Source: an optimization exercise on an open RTL-to-GDS flow (aim: small area and a short achievable clock period). Production flows keep margins and buffers that such runs may drop.

==> trial 13: inputs <==
// fir3_top
module fir3_top #(
  parameter int W  = 32,
  parameter int XW = 16
) (
  input  logic          CLK,
  input  logic          rst,
  input  logic [XW-1:0] h0,
  input  logic [XW-1:0] h1,
  input  logic [XW-1:0] h2,
  input  logic [XW-1:0] x,
  output logic [W-1:0]  y
);
clock: 10.0 ns
lec_check: 0
cap_margin: 20
core_margin: 2
core_utilization: 40
slew_margin: 20
run.sh (not shown) runs the stock make flow with config.mk's settings and CLKGATE_MAP_FILE= SYNTH_SCRIPT=/design/flow/synth_recipe.tcl, a recipe that flattens the netlist after the stock synthesis.
==> build 95: changes against trial 13 <==
--- a/flow/config.mk
+++ b/flow/config.mk
@@ -6,4 +6,5 @@
 export NUM_CORES = 4
 export LEC_CHECK = 0
+export ABC_AREA = 1
 export CAP_MARGIN = 20
 export CORE_MARGIN = 2
==> comparison <==
Via count: build 95 is smaller than trial 13 (31%).
Against trial 13, the routed wire length of build 95 is smaller by about 24%.
Between trial 13 and build 95, the lower critical path depth is in trial 13 (gap 2).
Trial 13 finished clean. Build 95 passed the timing, DRC and antenna checks.
Non-clock buffer count: build 95 is lower than trial 13 (83).
Against trial 13, the final cell count of build 95 is smaller by about 24%.
Of build 95 and trial 13, build 95 has the higher register-to-register slack (gap 0.93 ns).
Against trial 13, the core utilization of build 95 is higher by 0.38 points.
Sequential cell count is the same in build 95 and trial 13.
In build 95 the die area is smaller than in trial 13, by 17%.
No run of this note included a check of the RTL's function; only the layout flow was run.

========
==> job 3346: inputs <==
Another version of the RTL of fir3_top (not shown whole).
==> flow/design.v (excerpt) <==
module fir3_top #(
  parameter int W  = 32,
  parameter int XW = 16
) (
  input  logic          CLK,
  input  logic          rst,
  input  logic [XW-1:0] h0,
  input  logic [XW-1:0] h1,
  input  logic [XW-1:0] h2,
  input  logic [XW-1:0] x,
  output logic [W-1:0]  y
);
clock: 10.0 ns
lec_check: 0
abc_area: 1
cap_margin: 20
core_margin: 2
core_utilization: 65
cts_buf_list: sky130_fd_sc_hd__clkbuf_4 sky130_fd_sc_hd__clkbuf_8
place_density: 0.75
slew_margin: 20
standard.sh (not shown) runs the stock make flow with config.mk's settings and CLKGATE_MAP_FILE= SYNTH_SCRIPT=/design/flow/synth_recipe.tcl, a recipe that flattens the netlist after the stock synthesis.
==> flow/flow/run.sh <==
#!/bin/bash
set -euo pipefail
here=$(pwd)
F=$here/flow
sed "s#^hierarchy -check -top \$::env(DESIGN_NAME)\$#&\ntechmap -map $F/leafmap.v#" \
  "$FLOW_HOME/scripts/synth.tcl" > "$here/synth_leaf.tcl"
grep -q "^techmap -map $F/leafmap.v" "$here/synth_leaf.tcl"
sed "s#source \$::env(SCRIPTS_DIR)/synth.tcl#source $here/synth_leaf.tcl#" \
  "$here/synth_recipe.tcl" > "$here/synth_own.tcl"
grep -q "source $here/synth_leaf.tcl" "$here/synth_own.tcl"
bash standard.sh \
  SYNTH_SCRIPT="$here/synth_own.tcl" \
  DONT_BUFFER_PORTS=1 \
  PRE_GLOBAL_PLACE_TCL="$F/ports.tcl" \
  finish > "$here/standard_finish.log" 2>&1
==> flow/flow/leafmap.v <==
// Maps the design's leaf modules one-to-one onto library cells.
module fir3_fa (input a, b, c, output s, co);
  sky130_fd_sc_hd__fa_1 _TECHMAP_REPLACE_ (.A(a), .B(b), .CIN(c), .SUM(s), .COUT(co));
endmodule

module fir3_ha (input a, b, output s, co);
  sky130_fd_sc_hd__ha_1 _TECHMAP_REPLACE_ (.A(a), .B(b), .SUM(s), .COUT(co));
endmodule

module fir3_sel (input one, two, hi, hm, output mn);
  sky130_fd_sc_hd__a22oi_1 _TECHMAP_REPLACE_ (.A1(one), .A2(hi), .B1(two), .B2(hm), .Y(mn));
endmodule

module fir3_xnor2 (input a, b, output y);
  sky130_fd_sc_hd__xnor2_1 _TECHMAP_REPLACE_ (.A(a), .B(b), .Y(y));
endmodule

module fir3_xor2 (input a, b, output y);
  sky130_fd_sc_hd__xor2_1 _TECHMAP_REPLACE_ (.A(a), .B(b), .X(y));
endmodule

module fir3_nand2 (input a, b, output y);
  sky130_fd_sc_hd__nand2_1 _TECHMAP_REPLACE_ (.A(a), .B(b), .Y(y));
endmodule

module fir3_nor2 (input a, b, output y);
  sky130_fd_sc_hd__nor2_1 _TECHMAP_REPLACE_ (.A(a), .B(b), .Y(y));
endmodule

module fir3_inv (input a, output y);
  sky130_fd_sc_hd__inv_1 _TECHMAP_REPLACE_ (.A(a), .Y(y));
endmodule

module fir3_a21oi (input a1, a2, b1, output y);
  sky130_fd_sc_hd__a21oi_1 _TECHMAP_REPLACE_ (.A1(a1), .A2(a2), .B1(b1), .Y(y));
endmodule

module fir3_o21ai (input a1, a2, b1, output y);
  sky130_fd_sc_hd__o21ai_1 _TECHMAP_REPLACE_ (.A1(a1), .A2(a2), .B1(b1), .Y(y));
endmodule
Other scripts of this flow, unchanged in this note and not shown: flow/flow/ports.tcl
==> job 3203: changes against job 3346 <==
--- a/flow/flow/leafmap.v
+++ b/flow/flow/leafmap.v
@@ -1,6 +1,6 @@
 // Maps the design's leaf modules one-to-one onto library cells.
 module fir3_fa (input a, b, c, output s, co);
-  sky130_fd_sc_hd__fa_1 _TECHMAP_REPLACE_ (.A(a), .B(b), .CIN(c), .SUM(s), .COUT(co));
+  sky130_fd_sc_hd__fa_2 _TECHMAP_REPLACE_ (.A(a), .B(b), .CIN(c), .SUM(s), .COUT(co));
 endmodule
 
 module fir3_ha (input a, b, output s, co);
- CORE_UTILIZATION: 65 -> 40
- CTS_BUF_LIST: sky130_fd_sc_hd__clkbuf_4 sky130_fd_sc_hd__clkbuf_8 -> unset
- PLACE_DENSITY: 0.75 -> unset
==> results.ini <==
[clock_network]
path_clk_slew_ns = 0.10

[critical_path]
crit_type = reg2reg

[finish]
post-route-cell-area_sq_um = 20200

[logic_synthesis]
syn_avg_cell_area_sq_um = 10.5

[outcome]
status = complete, no violations

[drt]
drtPass1Iterations = 7

the above is filed under job 3346

==> results.ini <==
[logic_synthesis]
syn_avg_cell_area_sq_um = 11.1

[finish]
post-route-cell-area_sq_um = 21600
regMostFlops = y_q
n_all_inverters = 53

[min_path]
whs_path_depth = 0

[critical_path]
slowest_delay_ns = 0.61

[clock_network]
path_clk_slew_ns = 0.09
cts_setup_buffers = 0

[outcome]
status = complete, no violations

[drt]
drtPass1Iterations = 6

[global_route]
overflow = 0
grt_pass1_wl_microns = 106000

the above is filed under job 3203

Function was not checked in any run of this note: the RTL went through the layout flow alone.

## port drivers added, routing unchanged
In the flow no input, the clock included, has a driving cell. The finished layouts below were timed again as built, in two steps. Step 1 (the two cells are an assumption about what drives the block):
set clk [get_ports {CLK}]
set_driving_cell -lib_cell sky130_fd_sc_hd__clkbuf_16 $clk
set_driving_cell -lib_cell sky130_fd_sc_hd__buf_2 [delete_from_list [all_inputs] $clk]
Step 2, shift: input delay + t, output delay - t, t = (earliest + latest rising clock arrival at the registers) / 2. This alone moves slack from input paths to output paths. a / b / c = ideal / step 1 / step 2; a / b = the first two.
run | t, ns | setup WS [ns] | latest minus earliest clock arrival (ns)
trial 13 | 0.454 | 1.046 / 1.085 / 0.632 | 0.012 / 0.013
build 95 | 0.460 | 1.756 / 1.702 / 1.242 | 0.026 / 0.026
job 3346 | 0.451 | 2.474 / 2.474 / 2.130 | 0.016 / 0.016
job 3203 | 0.447 | 2.778 / 2.797 / 2.351 | 0.025 / 0.025
After both steps every run listed still meets setup and hold. The setup slack of build 95, which loses most, moves by -0.054 ns with the drivers and by -0.514 ns with both steps.
